This design comes from an exercise in tuning for small area and few clock cycles per item on the open sky130 flow, not from production work. RTL that was checked went through simulation tests only; none was proved equivalent to the original.

==> 10-27 <==
Design gaze_smoothed_zoom_crop_top, start of the top module:
module gaze_smoothed_zoom_crop_top (
	input  wire logic                                 clk,
	input  wire logic                                 arst_n,
	input  wire logic                                 gaze_valid,
	output wire logic                                 gaze_ready,
	input  wire logic signed [gszc_pkg::GAZE_W-1:0]   gaze_x,
	input  wire logic signed [gszc_pkg::GAZE_W-1:0]   gaze_y,
	input  wire logic                                 cfg_valid,
	output wire logic                                 cfg_ready,
	input  wire logic [gszc_pkg::CFG_IDX_W-1:0]       cfg_index,
	input  wire logic [gszc_pkg::CROP_W-1:0]          cfg_data,
	output wire logic                                 result_valid,
	input  wire logic                                 result_ready,
	output logic signed [gszc_pkg::GAZE_W-1:0]        result_center_x,
	output logic signed [gszc_pkg::GAZE_W-1:0]        result_center_y,
	output logic        [gszc_pkg::CROP_W-1:0]        result_crop_width,
	output logic        [gszc_pkg::CROP_W-1:0]        result_crop_height,
	output logic signed [gszc_pkg::CORNER_W-1:0]      result_corner_x,
	output logic signed [gszc_pkg::CORNER_W-1:0]      result_corner_y
);
export LEC_CHECK = 0
export CAP_MARGIN = 20
export CORE_MARGIN = 2
export CORE_UTILIZATION = 40
export CTS_CLUSTER_DIAMETER = 100
export CTS_CLUSTER_SIZE = 30
export SLEW_MARGIN = 20
export SYNTH_HIERARCHICAL = 1
export SYNTH_MINIMUM_KEEP_SIZE = 0
create_clock -name core_clock -period 9.0 [get_ports {clk}]
run.sh (not shown) runs the stock make flow with config.mk's settings and CLKGATE_MAP_FILE= SYNTH_SCRIPT=/design/flow/synth_recipe.tcl, a recipe that flattens the netlist after the stock synthesis.
==> 05-02: changes against 10-27 <==
--- a/flow/design.v
+++ b/flow/design.v
@@ -1095,23 +1095,17 @@
 	gszc_fa u_wmul_233 (.a(wmul_197), .b((move_b[0] & mag_w[2])), .c(wmul_232), .s(wmul_233), .co(wmul_234));
 	wire wmul_235, wmul_236;
 	gszc_fa u_wmul_235 (.a(wmul_199), .b(wmul_198), .c(wmul_234), .s(wmul_235), .co(wmul_236));
 	wire wmul_237, wmul_238;
 	gszc_fa u_wmul_237 (.a(wmul_201), .b(wmul_200), .c(wmul_236), .s(wmul_237), .co(wmul_238));
 	wire wmul_239, wmul_240;
 	gszc_fa u_wmul_239 (.a(wmul_203), .b(wmul_202), .c(wmul_238), .s(wmul_239), .co(wmul_240));
-	wire wmul_241, wmul_242;
-	gszc_fa u_wmul_241 (.a(wmul_205), .b(wmul_204), .c(wmul_240), .s(wmul_241), .co(wmul_242));
-	wire wmul_243, wmul_244;
-	gszc_fa u_wmul_243 (.a(wmul_207), .b(wmul_206), .c(wmul_242), .s(wmul_243), .co(wmul_244));
-	wire wmul_245, wmul_246;
-	gszc_fa u_wmul_245 (.a(wmul_209), .b(wmul_208), .c(wmul_244), .s(wmul_245), .co(wmul_246));
-	wire [10:0] wmul_247 = {1'b0, wmul_229, wmul_227, wmul_225, wmul_223, wmul_221, wmul_219, wmul_217, wmul_215, wmul_213, wmul_211} + {1'b0, wmul_228, wmul_226, wmul_224, wmul_222, wmul_220, wmul_218, wmul_216, wmul_214, wmul_212, wmul_210} + 11'(wmul_246);
-	assign p_w_b = {wmul_247[9], wmul_247[8], wmul_247[7], wmul_247[6], wmul_247[5], wmul_247[4], wmul_247[3], wmul_247[2], wmul_247[1], wmul_247[0], wmul_245, wmul_243, wmul_241, wmul_239, wmul_237, wmul_235, wmul_233, wmul_231, (move_b[0] & mag_w[0])};
-	assign wmul_co = wmul_247[10];
+	wire [13:0] wmul_241 = {1'b0, wmul_229, wmul_227, wmul_225, wmul_223, wmul_221, wmul_219, wmul_217, wmul_215, wmul_213, wmul_211, wmul_209, wmul_207, wmul_205} + {1'b0, wmul_228, wmul_226, wmul_224, wmul_222, wmul_220, wmul_218, wmul_216, wmul_214, wmul_212, wmul_210, wmul_208, wmul_206, wmul_204} + 14'(wmul_240);
+	assign p_w_b = {wmul_241[12], wmul_241[11], wmul_241[10], wmul_241[9], wmul_241[8], wmul_241[7], wmul_241[6], wmul_241[5], wmul_241[4], wmul_241[3], wmul_241[2], wmul_241[1], wmul_241[0], wmul_239, wmul_237, wmul_235, wmul_233, wmul_231, (move_b[0] & mag_w[0])};
+	assign wmul_co = wmul_241[13];
 	assign ovf_w_b = (move_b[13] & mag_w[6]) | (move_b[12] & mag_w[7]) | (move_b[13] & mag_w[7]) | (move_b[11] & mag_w[8]) | (move_b[12] & mag_w[8]) | (move_b[13] & mag_w[8]) | (move_b[10] & mag_w[9]) | (move_b[11] & mag_w[9]) | (move_b[12] & mag_w[9]) | (move_b[13] & mag_w[9]) | (move_b[9] & mag_w[10]) | (move_b[10] & mag_w[10]) | (move_b[11] & mag_w[10]) | (move_b[12] & mag_w[10]) | (move_b[13] & mag_w[10]) | (move_b[8] & mag_w[11]) | (move_b[9] & mag_w[11]) | (move_b[10] & mag_w[11]) | (move_b[11] & mag_w[11]) | (move_b[12] & mag_w[11]) | (move_b[13] & mag_w[11]) | wmul_104 | wmul_106 | wmul_162 | wmul_164 | wmul_196 | wmul_230 | wmul_co;
 	wire hmul_co;
 	wire hmul_1, hmul_2;
 	gszc_ha u_hmul_1 (.a((move_b[9] & mag_h[0])), .b((move_b[8] & mag_h[1])), .s(hmul_1), .co(hmul_2));
 	wire hmul_3, hmul_4;
 	gszc_fa u_hmul_3 (.a((move_b[10] & mag_h[0])), .b((move_b[9] & mag_h[1])), .c((move_b[8] & mag_h[2])), .s(hmul_3), .co(hmul_4));
 	wire hmul_5, hmul_6;
@@ -1346,23 +1340,17 @@
 	gszc_fa u_hmul_233 (.a(hmul_197), .b((move_b[0] & mag_h[2])), .c(hmul_232), .s(hmul_233), .co(hmul_234));
 	wire hmul_235, hmul_236;
 	gszc_fa u_hmul_235 (.a(hmul_199), .b(hmul_198), .c(hmul_234), .s(hmul_235), .co(hmul_236));
 	wire hmul_237, hmul_238;
 	gszc_fa u_hmul_237 (.a(hmul_201), .b(hmul_200), .c(hmul_236), .s(hmul_237), .co(hmul_238));
 	wire hmul_239, hmul_240;
 	gszc_fa u_hmul_239 (.a(hmul_203), .b(hmul_202), .c(hmul_238), .s(hmul_239), .co(hmul_240));
-	wire hmul_241, hmul_242;
-	gszc_fa u_hmul_241 (.a(hmul_205), .b(hmul_204), .c(hmul_240), .s(hmul_241), .co(hmul_242));
-	wire hmul_243, hmul_244;
-	gszc_fa u_hmul_243 (.a(hmul_207), .b(hmul_206), .c(hmul_242), .s(hmul_243), .co(hmul_244));
-	wire hmul_245, hmul_246;
-	gszc_fa u_hmul_245 (.a(hmul_209), .b(hmul_208), .c(hmul_244), .s(hmul_245), .co(hmul_246));
-	wire [10:0] hmul_247 = {1'b0, hmul_229, hmul_227, hmul_225, hmul_223, hmul_221, hmul_219, hmul_217, hmul_215, hmul_213, hmul_211} + {1'b0, hmul_228, hmul_226, hmul_224, hmul_222, hmul_220, hmul_218, hmul_216, hmul_214, hmul_212, hmul_210} + 11'(hmul_246);
-	assign p_h_b = {hmul_247[9], hmul_247[8], hmul_247[7], hmul_247[6], hmul_247[5], hmul_247[4], hmul_247[3], hmul_247[2], hmul_247[1], hmul_247[0], hmul_245, hmul_243, hmul_241, hmul_239, hmul_237, hmul_235, hmul_233, hmul_231, (move_b[0] & mag_h[0])};
-	assign hmul_co = hmul_247[10];
+	wire [13:0] hmul_241 = {1'b0, hmul_229, hmul_227, hmul_225, hmul_223, hmul_221, hmul_219, hmul_217, hmul_215, hmul_213, hmul_211, hmul_209, hmul_207, hmul_205} + {1'b0, hmul_228, hmul_226, hmul_224, hmul_222, hmul_220, hmul_218, hmul_216, hmul_214, hmul_212, hmul_210, hmul_208, hmul_206, hmul_204} + 14'(hmul_240);
+	assign p_h_b = {hmul_241[12], hmul_241[11], hmul_241[10], hmul_241[9], hmul_241[8], hmul_241[7], hmul_241[6], hmul_241[5], hmul_241[4], hmul_241[3], hmul_241[2], hmul_241[1], hmul_241[0], hmul_239, hmul_237, hmul_235, hmul_233, hmul_231, (move_b[0] & mag_h[0])};
+	assign hmul_co = hmul_241[13];
 	assign ovf_h_b = (move_b[13] & mag_h[6]) | (move_b[12] & mag_h[7]) | (move_b[13] & mag_h[7]) | (move_b[11] & mag_h[8]) | (move_b[12] & mag_h[8]) | (move_b[13] & mag_h[8]) | (move_b[10] & mag_h[9]) | (move_b[11] & mag_h[9]) | (move_b[12] & mag_h[9]) | (move_b[13] & mag_h[9]) | (move_b[9] & mag_h[10]) | (move_b[10] & mag_h[10]) | (move_b[11] & mag_h[10]) | (move_b[12] & mag_h[10]) | (move_b[13] & mag_h[10]) | (move_b[8] & mag_h[11]) | (move_b[9] & mag_h[11]) | (move_b[10] & mag_h[11]) | (move_b[11] & mag_h[11]) | (move_b[12] & mag_h[11]) | (move_b[13] & mag_h[11]) | hmul_104 | hmul_106 | hmul_162 | hmul_164 | hmul_196 | hmul_230 | hmul_co;
 	always_ff @(posedge clk or negedge arst_n) begin
 		if (!arst_n) v_s3 <= 1'b0;
 		else if (rdy_s3) v_s3 <= v_s2;
 	end
 	always_ff @(posedge clk) begin
 		if (rdy_s3 && v_s2) begin
@@ -1829,20 +1817,16 @@
 gszc_fa u_xcn_31 (.a(xcn_7), .b(xcn_6), .c(xcn_30), .s(xcn_31), .co(xcn_32));
 wire xcn_33, xcn_34;
 gszc_fa u_xcn_33 (.a(xcn_9), .b(xcn_8), .c(xcn_32), .s(xcn_33), .co(xcn_34));
 wire xcn_35, xcn_36;
 gszc_fa u_xcn_35 (.a(xcn_11), .b(xcn_10), .c(xcn_34), .s(xcn_35), .co(xcn_36));
 wire xcn_37, xcn_38;
 gszc_fa u_xcn_37 (.a(xcn_13), .b(xcn_12), .c(xcn_36), .s(xcn_37), .co(xcn_38));
-wire xcn_39, xcn_40;
-gszc_fa u_xcn_39 (.a(xcn_15), .b(xcn_14), .c(xcn_38), .s(xcn_39), .co(xcn_40));
-wire xcn_41, xcn_42;
-gszc_fa u_xcn_41 (.a(xcn_17), .b(xcn_16), .c(xcn_40), .s(xcn_41), .co(xcn_42));
-wire [5:0] xcn_43 = {1'b0, 1'b1, ~result_center_x[12], xcn_23, xcn_21, xcn_19} + {1'b0, 1'b0, xcn_24, xcn_22, xcn_20, xcn_18} + 6'(xcn_42);
-assign result_corner_x = {xcn_43[4], xcn_43[3], xcn_43[2], xcn_43[1], xcn_43[0], xcn_41, xcn_39, xcn_37, xcn_35, xcn_33, xcn_31, xcn_29, xcn_27, xcn_25};
+wire [7:0] xcn_39 = {1'b0, 1'b1, ~result_center_x[12], xcn_23, xcn_21, xcn_19, xcn_17, xcn_15} + {1'b0, 1'b0, xcn_24, xcn_22, xcn_20, xcn_18, xcn_16, xcn_14} + 8'(xcn_38);
+assign result_corner_x = {xcn_39[6], xcn_39[5], xcn_39[4], xcn_39[3], xcn_39[2], xcn_39[1], xcn_39[0], xcn_37, xcn_35, xcn_33, xcn_31, xcn_29, xcn_27, xcn_25};
 	wire ycn_1, ycn_2;
 gszc_ha u_ycn_1 (.a(result_center_y[0]), .b(~ch_s4[1]), .s(ycn_1), .co(ycn_2));
 wire ycn_3, ycn_4;
 gszc_ha u_ycn_3 (.a(result_center_y[1]), .b(~ch_s4[2]), .s(ycn_3), .co(ycn_4));
 wire ycn_5, ycn_6;
 gszc_ha u_ycn_5 (.a(result_center_y[2]), .b(~ch_s4[3]), .s(ycn_5), .co(ycn_6));
 wire ycn_7, ycn_8;
@@ -1873,20 +1857,16 @@
 gszc_fa u_ycn_31 (.a(ycn_7), .b(ycn_6), .c(ycn_30), .s(ycn_31), .co(ycn_32));
 wire ycn_33, ycn_34;
 gszc_fa u_ycn_33 (.a(ycn_9), .b(ycn_8), .c(ycn_32), .s(ycn_33), .co(ycn_34));
 wire ycn_35, ycn_36;
 gszc_fa u_ycn_35 (.a(ycn_11), .b(ycn_10), .c(ycn_34), .s(ycn_35), .co(ycn_36));
 wire ycn_37, ycn_38;
 gszc_fa u_ycn_37 (.a(ycn_13), .b(ycn_12), .c(ycn_36), .s(ycn_37), .co(ycn_38));
-wire ycn_39, ycn_40;
-gszc_fa u_ycn_39 (.a(ycn_15), .b(ycn_14), .c(ycn_38), .s(ycn_39), .co(ycn_40));
-wire ycn_41, ycn_42;
-gszc_fa u_ycn_41 (.a(ycn_17), .b(ycn_16), .c(ycn_40), .s(ycn_41), .co(ycn_42));
-wire [5:0] ycn_43 = {1'b0, 1'b1, ~result_center_y[12], ycn_23, ycn_21, ycn_19} + {1'b0, 1'b0, ycn_24, ycn_22, ycn_20, ycn_18} + 6'(ycn_42);
-assign result_corner_y = {ycn_43[4], ycn_43[3], ycn_43[2], ycn_43[1], ycn_43[0], ycn_41, ycn_39, ycn_37, ycn_35, ycn_33, ycn_31, ycn_29, ycn_27, ycn_25};
+wire [7:0] ycn_39 = {1'b0, 1'b1, ~result_center_y[12], ycn_23, ycn_21, ycn_19, ycn_17, ycn_15} + {1'b0, 1'b0, ycn_24, ycn_22, ycn_20, ycn_18, ycn_16, ycn_14} + 8'(ycn_38);
+assign result_corner_y = {ycn_39[6], ycn_39[5], ycn_39[4], ycn_39[3], ycn_39[2], ycn_39[1], ycn_39[0], ycn_37, ycn_35, ycn_33, ycn_31, ycn_29, ycn_27, ycn_25};
 	assign result_valid       = v_s4;
 endmodule
 `default_nettype wire
 module gszc_fa (input wire logic a, input wire logic b, input wire logic c, output wire logic s, output wire logic co);
 	assign s  = a ^ b ^ c;
 	assign co = (a & b) | (a & c) | (b & c);
 endmodule
==> 06-17: changes against 10-27 <==
--- a/flow/design.v
+++ b/flow/design.v
@@ -1099,19 +1099,17 @@
 	gszc_fa u_wmul_237 (.a(wmul_201), .b(wmul_200), .c(wmul_236), .s(wmul_237), .co(wmul_238));
 	wire wmul_239, wmul_240;
 	gszc_fa u_wmul_239 (.a(wmul_203), .b(wmul_202), .c(wmul_238), .s(wmul_239), .co(wmul_240));
 	wire wmul_241, wmul_242;
 	gszc_fa u_wmul_241 (.a(wmul_205), .b(wmul_204), .c(wmul_240), .s(wmul_241), .co(wmul_242));
 	wire wmul_243, wmul_244;
 	gszc_fa u_wmul_243 (.a(wmul_207), .b(wmul_206), .c(wmul_242), .s(wmul_243), .co(wmul_244));
-	wire wmul_245, wmul_246;
-	gszc_fa u_wmul_245 (.a(wmul_209), .b(wmul_208), .c(wmul_244), .s(wmul_245), .co(wmul_246));
-	wire [10:0] wmul_247 = {1'b0, wmul_229, wmul_227, wmul_225, wmul_223, wmul_221, wmul_219, wmul_217, wmul_215, wmul_213, wmul_211} + {1'b0, wmul_228, wmul_226, wmul_224, wmul_222, wmul_220, wmul_218, wmul_216, wmul_214, wmul_212, wmul_210} + 11'(wmul_246);
-	assign p_w_b = {wmul_247[9], wmul_247[8], wmul_247[7], wmul_247[6], wmul_247[5], wmul_247[4], wmul_247[3], wmul_247[2], wmul_247[1], wmul_247[0], wmul_245, wmul_243, wmul_241, wmul_239, wmul_237, wmul_235, wmul_233, wmul_231, (move_b[0] & mag_w[0])};
-	assign wmul_co = wmul_247[10];
+	wire [11:0] wmul_245 = {1'b0, wmul_229, wmul_227, wmul_225, wmul_223, wmul_221, wmul_219, wmul_217, wmul_215, wmul_213, wmul_211, wmul_209} + {1'b0, wmul_228, wmul_226, wmul_224, wmul_222, wmul_220, wmul_218, wmul_216, wmul_214, wmul_212, wmul_210, wmul_208} + 12'(wmul_244);
+	assign p_w_b = {wmul_245[10], wmul_245[9], wmul_245[8], wmul_245[7], wmul_245[6], wmul_245[5], wmul_245[4], wmul_245[3], wmul_245[2], wmul_245[1], wmul_245[0], wmul_243, wmul_241, wmul_239, wmul_237, wmul_235, wmul_233, wmul_231, (move_b[0] & mag_w[0])};
+	assign wmul_co = wmul_245[11];
 	assign ovf_w_b = (move_b[13] & mag_w[6]) | (move_b[12] & mag_w[7]) | (move_b[13] & mag_w[7]) | (move_b[11] & mag_w[8]) | (move_b[12] & mag_w[8]) | (move_b[13] & mag_w[8]) | (move_b[10] & mag_w[9]) | (move_b[11] & mag_w[9]) | (move_b[12] & mag_w[9]) | (move_b[13] & mag_w[9]) | (move_b[9] & mag_w[10]) | (move_b[10] & mag_w[10]) | (move_b[11] & mag_w[10]) | (move_b[12] & mag_w[10]) | (move_b[13] & mag_w[10]) | (move_b[8] & mag_w[11]) | (move_b[9] & mag_w[11]) | (move_b[10] & mag_w[11]) | (move_b[11] & mag_w[11]) | (move_b[12] & mag_w[11]) | (move_b[13] & mag_w[11]) | wmul_104 | wmul_106 | wmul_162 | wmul_164 | wmul_196 | wmul_230 | wmul_co;
 	wire hmul_co;
 	wire hmul_1, hmul_2;
 	gszc_ha u_hmul_1 (.a((move_b[9] & mag_h[0])), .b((move_b[8] & mag_h[1])), .s(hmul_1), .co(hmul_2));
 	wire hmul_3, hmul_4;
 	gszc_fa u_hmul_3 (.a((move_b[10] & mag_h[0])), .b((move_b[9] & mag_h[1])), .c((move_b[8] & mag_h[2])), .s(hmul_3), .co(hmul_4));
 	wire hmul_5, hmul_6;
@@ -1350,19 +1348,17 @@
 	gszc_fa u_hmul_237 (.a(hmul_201), .b(hmul_200), .c(hmul_236), .s(hmul_237), .co(hmul_238));
 	wire hmul_239, hmul_240;
 	gszc_fa u_hmul_239 (.a(hmul_203), .b(hmul_202), .c(hmul_238), .s(hmul_239), .co(hmul_240));
 	wire hmul_241, hmul_242;
 	gszc_fa u_hmul_241 (.a(hmul_205), .b(hmul_204), .c(hmul_240), .s(hmul_241), .co(hmul_242));
 	wire hmul_243, hmul_244;
 	gszc_fa u_hmul_243 (.a(hmul_207), .b(hmul_206), .c(hmul_242), .s(hmul_243), .co(hmul_244));
-	wire hmul_245, hmul_246;
-	gszc_fa u_hmul_245 (.a(hmul_209), .b(hmul_208), .c(hmul_244), .s(hmul_245), .co(hmul_246));
-	wire [10:0] hmul_247 = {1'b0, hmul_229, hmul_227, hmul_225, hmul_223, hmul_221, hmul_219, hmul_217, hmul_215, hmul_213, hmul_211} + {1'b0, hmul_228, hmul_226, hmul_224, hmul_222, hmul_220, hmul_218, hmul_216, hmul_214, hmul_212, hmul_210} + 11'(hmul_246);
-	assign p_h_b = {hmul_247[9], hmul_247[8], hmul_247[7], hmul_247[6], hmul_247[5], hmul_247[4], hmul_247[3], hmul_247[2], hmul_247[1], hmul_247[0], hmul_245, hmul_243, hmul_241, hmul_239, hmul_237, hmul_235, hmul_233, hmul_231, (move_b[0] & mag_h[0])};
-	assign hmul_co = hmul_247[10];
+	wire [11:0] hmul_245 = {1'b0, hmul_229, hmul_227, hmul_225, hmul_223, hmul_221, hmul_219, hmul_217, hmul_215, hmul_213, hmul_211, hmul_209} + {1'b0, hmul_228, hmul_226, hmul_224, hmul_222, hmul_220, hmul_218, hmul_216, hmul_214, hmul_212, hmul_210, hmul_208} + 12'(hmul_244);
+	assign p_h_b = {hmul_245[10], hmul_245[9], hmul_245[8], hmul_245[7], hmul_245[6], hmul_245[5], hmul_245[4], hmul_245[3], hmul_245[2], hmul_245[1], hmul_245[0], hmul_243, hmul_241, hmul_239, hmul_237, hmul_235, hmul_233, hmul_231, (move_b[0] & mag_h[0])};
+	assign hmul_co = hmul_245[11];
 	assign ovf_h_b = (move_b[13] & mag_h[6]) | (move_b[12] & mag_h[7]) | (move_b[13] & mag_h[7]) | (move_b[11] & mag_h[8]) | (move_b[12] & mag_h[8]) | (move_b[13] & mag_h[8]) | (move_b[10] & mag_h[9]) | (move_b[11] & mag_h[9]) | (move_b[12] & mag_h[9]) | (move_b[13] & mag_h[9]) | (move_b[9] & mag_h[10]) | (move_b[10] & mag_h[10]) | (move_b[11] & mag_h[10]) | (move_b[12] & mag_h[10]) | (move_b[13] & mag_h[10]) | (move_b[8] & mag_h[11]) | (move_b[9] & mag_h[11]) | (move_b[10] & mag_h[11]) | (move_b[11] & mag_h[11]) | (move_b[12] & mag_h[11]) | (move_b[13] & mag_h[11]) | hmul_104 | hmul_106 | hmul_162 | hmul_164 | hmul_196 | hmul_230 | hmul_co;
 	always_ff @(posedge clk or negedge arst_n) begin
 		if (!arst_n) v_s3 <= 1'b0;
 		else if (rdy_s3) v_s3 <= v_s2;
 	end
 	always_ff @(posedge clk) begin
 		if (rdy_s3 && v_s2) begin
@@ -1831,18 +1827,16 @@
 gszc_fa u_xcn_33 (.a(xcn_9), .b(xcn_8), .c(xcn_32), .s(xcn_33), .co(xcn_34));
 wire xcn_35, xcn_36;
 gszc_fa u_xcn_35 (.a(xcn_11), .b(xcn_10), .c(xcn_34), .s(xcn_35), .co(xcn_36));
 wire xcn_37, xcn_38;
 gszc_fa u_xcn_37 (.a(xcn_13), .b(xcn_12), .c(xcn_36), .s(xcn_37), .co(xcn_38));
 wire xcn_39, xcn_40;
 gszc_fa u_xcn_39 (.a(xcn_15), .b(xcn_14), .c(xcn_38), .s(xcn_39), .co(xcn_40));
-wire xcn_41, xcn_42;
-gszc_fa u_xcn_41 (.a(xcn_17), .b(xcn_16), .c(xcn_40), .s(xcn_41), .co(xcn_42));
-wire [5:0] xcn_43 = {1'b0, 1'b1, ~result_center_x[12], xcn_23, xcn_21, xcn_19} + {1'b0, 1'b0, xcn_24, xcn_22, xcn_20, xcn_18} + 6'(xcn_42);
-assign result_corner_x = {xcn_43[4], xcn_43[3], xcn_43[2], xcn_43[1], xcn_43[0], xcn_41, xcn_39, xcn_37, xcn_35, xcn_33, xcn_31, xcn_29, xcn_27, xcn_25};
+wire [6:0] xcn_41 = {1'b0, 1'b1, ~result_center_x[12], xcn_23, xcn_21, xcn_19, xcn_17} + {1'b0, 1'b0, xcn_24, xcn_22, xcn_20, xcn_18, xcn_16} + 7'(xcn_40);
+assign result_corner_x = {xcn_41[5], xcn_41[4], xcn_41[3], xcn_41[2], xcn_41[1], xcn_41[0], xcn_39, xcn_37, xcn_35, xcn_33, xcn_31, xcn_29, xcn_27, xcn_25};
 	wire ycn_1, ycn_2;
 gszc_ha u_ycn_1 (.a(result_center_y[0]), .b(~ch_s4[1]), .s(ycn_1), .co(ycn_2));
 wire ycn_3, ycn_4;
 gszc_ha u_ycn_3 (.a(result_center_y[1]), .b(~ch_s4[2]), .s(ycn_3), .co(ycn_4));
 wire ycn_5, ycn_6;
 gszc_ha u_ycn_5 (.a(result_center_y[2]), .b(~ch_s4[3]), .s(ycn_5), .co(ycn_6));
 wire ycn_7, ycn_8;
@@ -1875,18 +1869,16 @@
 gszc_fa u_ycn_33 (.a(ycn_9), .b(ycn_8), .c(ycn_32), .s(ycn_33), .co(ycn_34));
 wire ycn_35, ycn_36;
 gszc_fa u_ycn_35 (.a(ycn_11), .b(ycn_10), .c(ycn_34), .s(ycn_35), .co(ycn_36));
 wire ycn_37, ycn_38;
 gszc_fa u_ycn_37 (.a(ycn_13), .b(ycn_12), .c(ycn_36), .s(ycn_37), .co(ycn_38));
 wire ycn_39, ycn_40;
 gszc_fa u_ycn_39 (.a(ycn_15), .b(ycn_14), .c(ycn_38), .s(ycn_39), .co(ycn_40));
-wire ycn_41, ycn_42;
-gszc_fa u_ycn_41 (.a(ycn_17), .b(ycn_16), .c(ycn_40), .s(ycn_41), .co(ycn_42));
-wire [5:0] ycn_43 = {1'b0, 1'b1, ~result_center_y[12], ycn_23, ycn_21, ycn_19} + {1'b0, 1'b0, ycn_24, ycn_22, ycn_20, ycn_18} + 6'(ycn_42);
-assign result_corner_y = {ycn_43[4], ycn_43[3], ycn_43[2], ycn_43[1], ycn_43[0], ycn_41, ycn_39, ycn_37, ycn_35, ycn_33, ycn_31, ycn_29, ycn_27, ycn_25};
+wire [6:0] ycn_41 = {1'b0, 1'b1, ~result_center_y[12], ycn_23, ycn_21, ycn_19, ycn_17} + {1'b0, 1'b0, ycn_24, ycn_22, ycn_20, ycn_18, ycn_16} + 7'(ycn_40);
+assign result_corner_y = {ycn_41[5], ycn_41[4], ycn_41[3], ycn_41[2], ycn_41[1], ycn_41[0], ycn_39, ycn_37, ycn_35, ycn_33, ycn_31, ycn_29, ycn_27, ycn_25};
 	assign result_valid       = v_s4;
 endmodule
 `default_nettype wire
 module gszc_fa (input wire logic a, input wire logic b, input wire logic c, output wire logic s, output wire logic co);
 	assign s  = a ^ b ^ c;
 	assign co = (a & b) | (a & c) | (b & c);
 endmodule
==> comparison <==
- Setup slack, highest first: 10-27, 06-17, 05-02.
- Via count, highest first: 05-02, 10-27, 06-17.
- Clock skew: 05-02 < 10-27 < 06-17.
- The lowest routed wire length belongs to 10-27, the highest to 05-02.
- In register-to-register slack, 10-27 and 06-17 hardly differ.
- The lowest synthesized cell count belongs to 06-17, the highest to 05-02.
Testbench counts of 05-02, summed over its fixed seeds: cycles 9,632, items 9,528.
Testbench counts of 06-17, summed over its fixed seeds: cycles 9,632, items 9,528.
Function not checked in 10-27: the RTL went through the layout flow alone.

[afterwards: timing with drivers on the ports]
Ports are ideal in the flow. The routed layouts listed here were re-timed in OpenROAD. Step 1 sets driving cells, clkbuf_16 on the clock port and buf_2 on the other inputs (assumed; they add their load-dependent delay and slew). Step 2 also shifts input and output timing later by t, the mid clock arrival at the registers, as if the neighbouring blocks saw the same clock. Three values: ideal ports, drivers, drivers and shift; two values: the first two.
run	shift t [ns]	slack for setup (ns)	hold WS [ns]	slew at the worst register clock pin (ns)	cell pins on the clock port's net
10-27	0.655	0.406 / 0.406 / 0.096	0.422 / 0.422 / 0.422	0.11 / 0.11	1
05-02	0.679	0.363 / 0.363 / 0.091	0.421 / 0.421 / 0.421	0.12 / 0.12	1
06-17	0.698	0.400 / 0.400 / 0.043	0.417 / 0.417 / 0.417	0.12 / 0.12	1
After both steps setup and hold are still met in every run listed. The setup slack of 06-17, which loses most, moves by 0.000 ns with the drivers and by -0.357 ns with both steps.
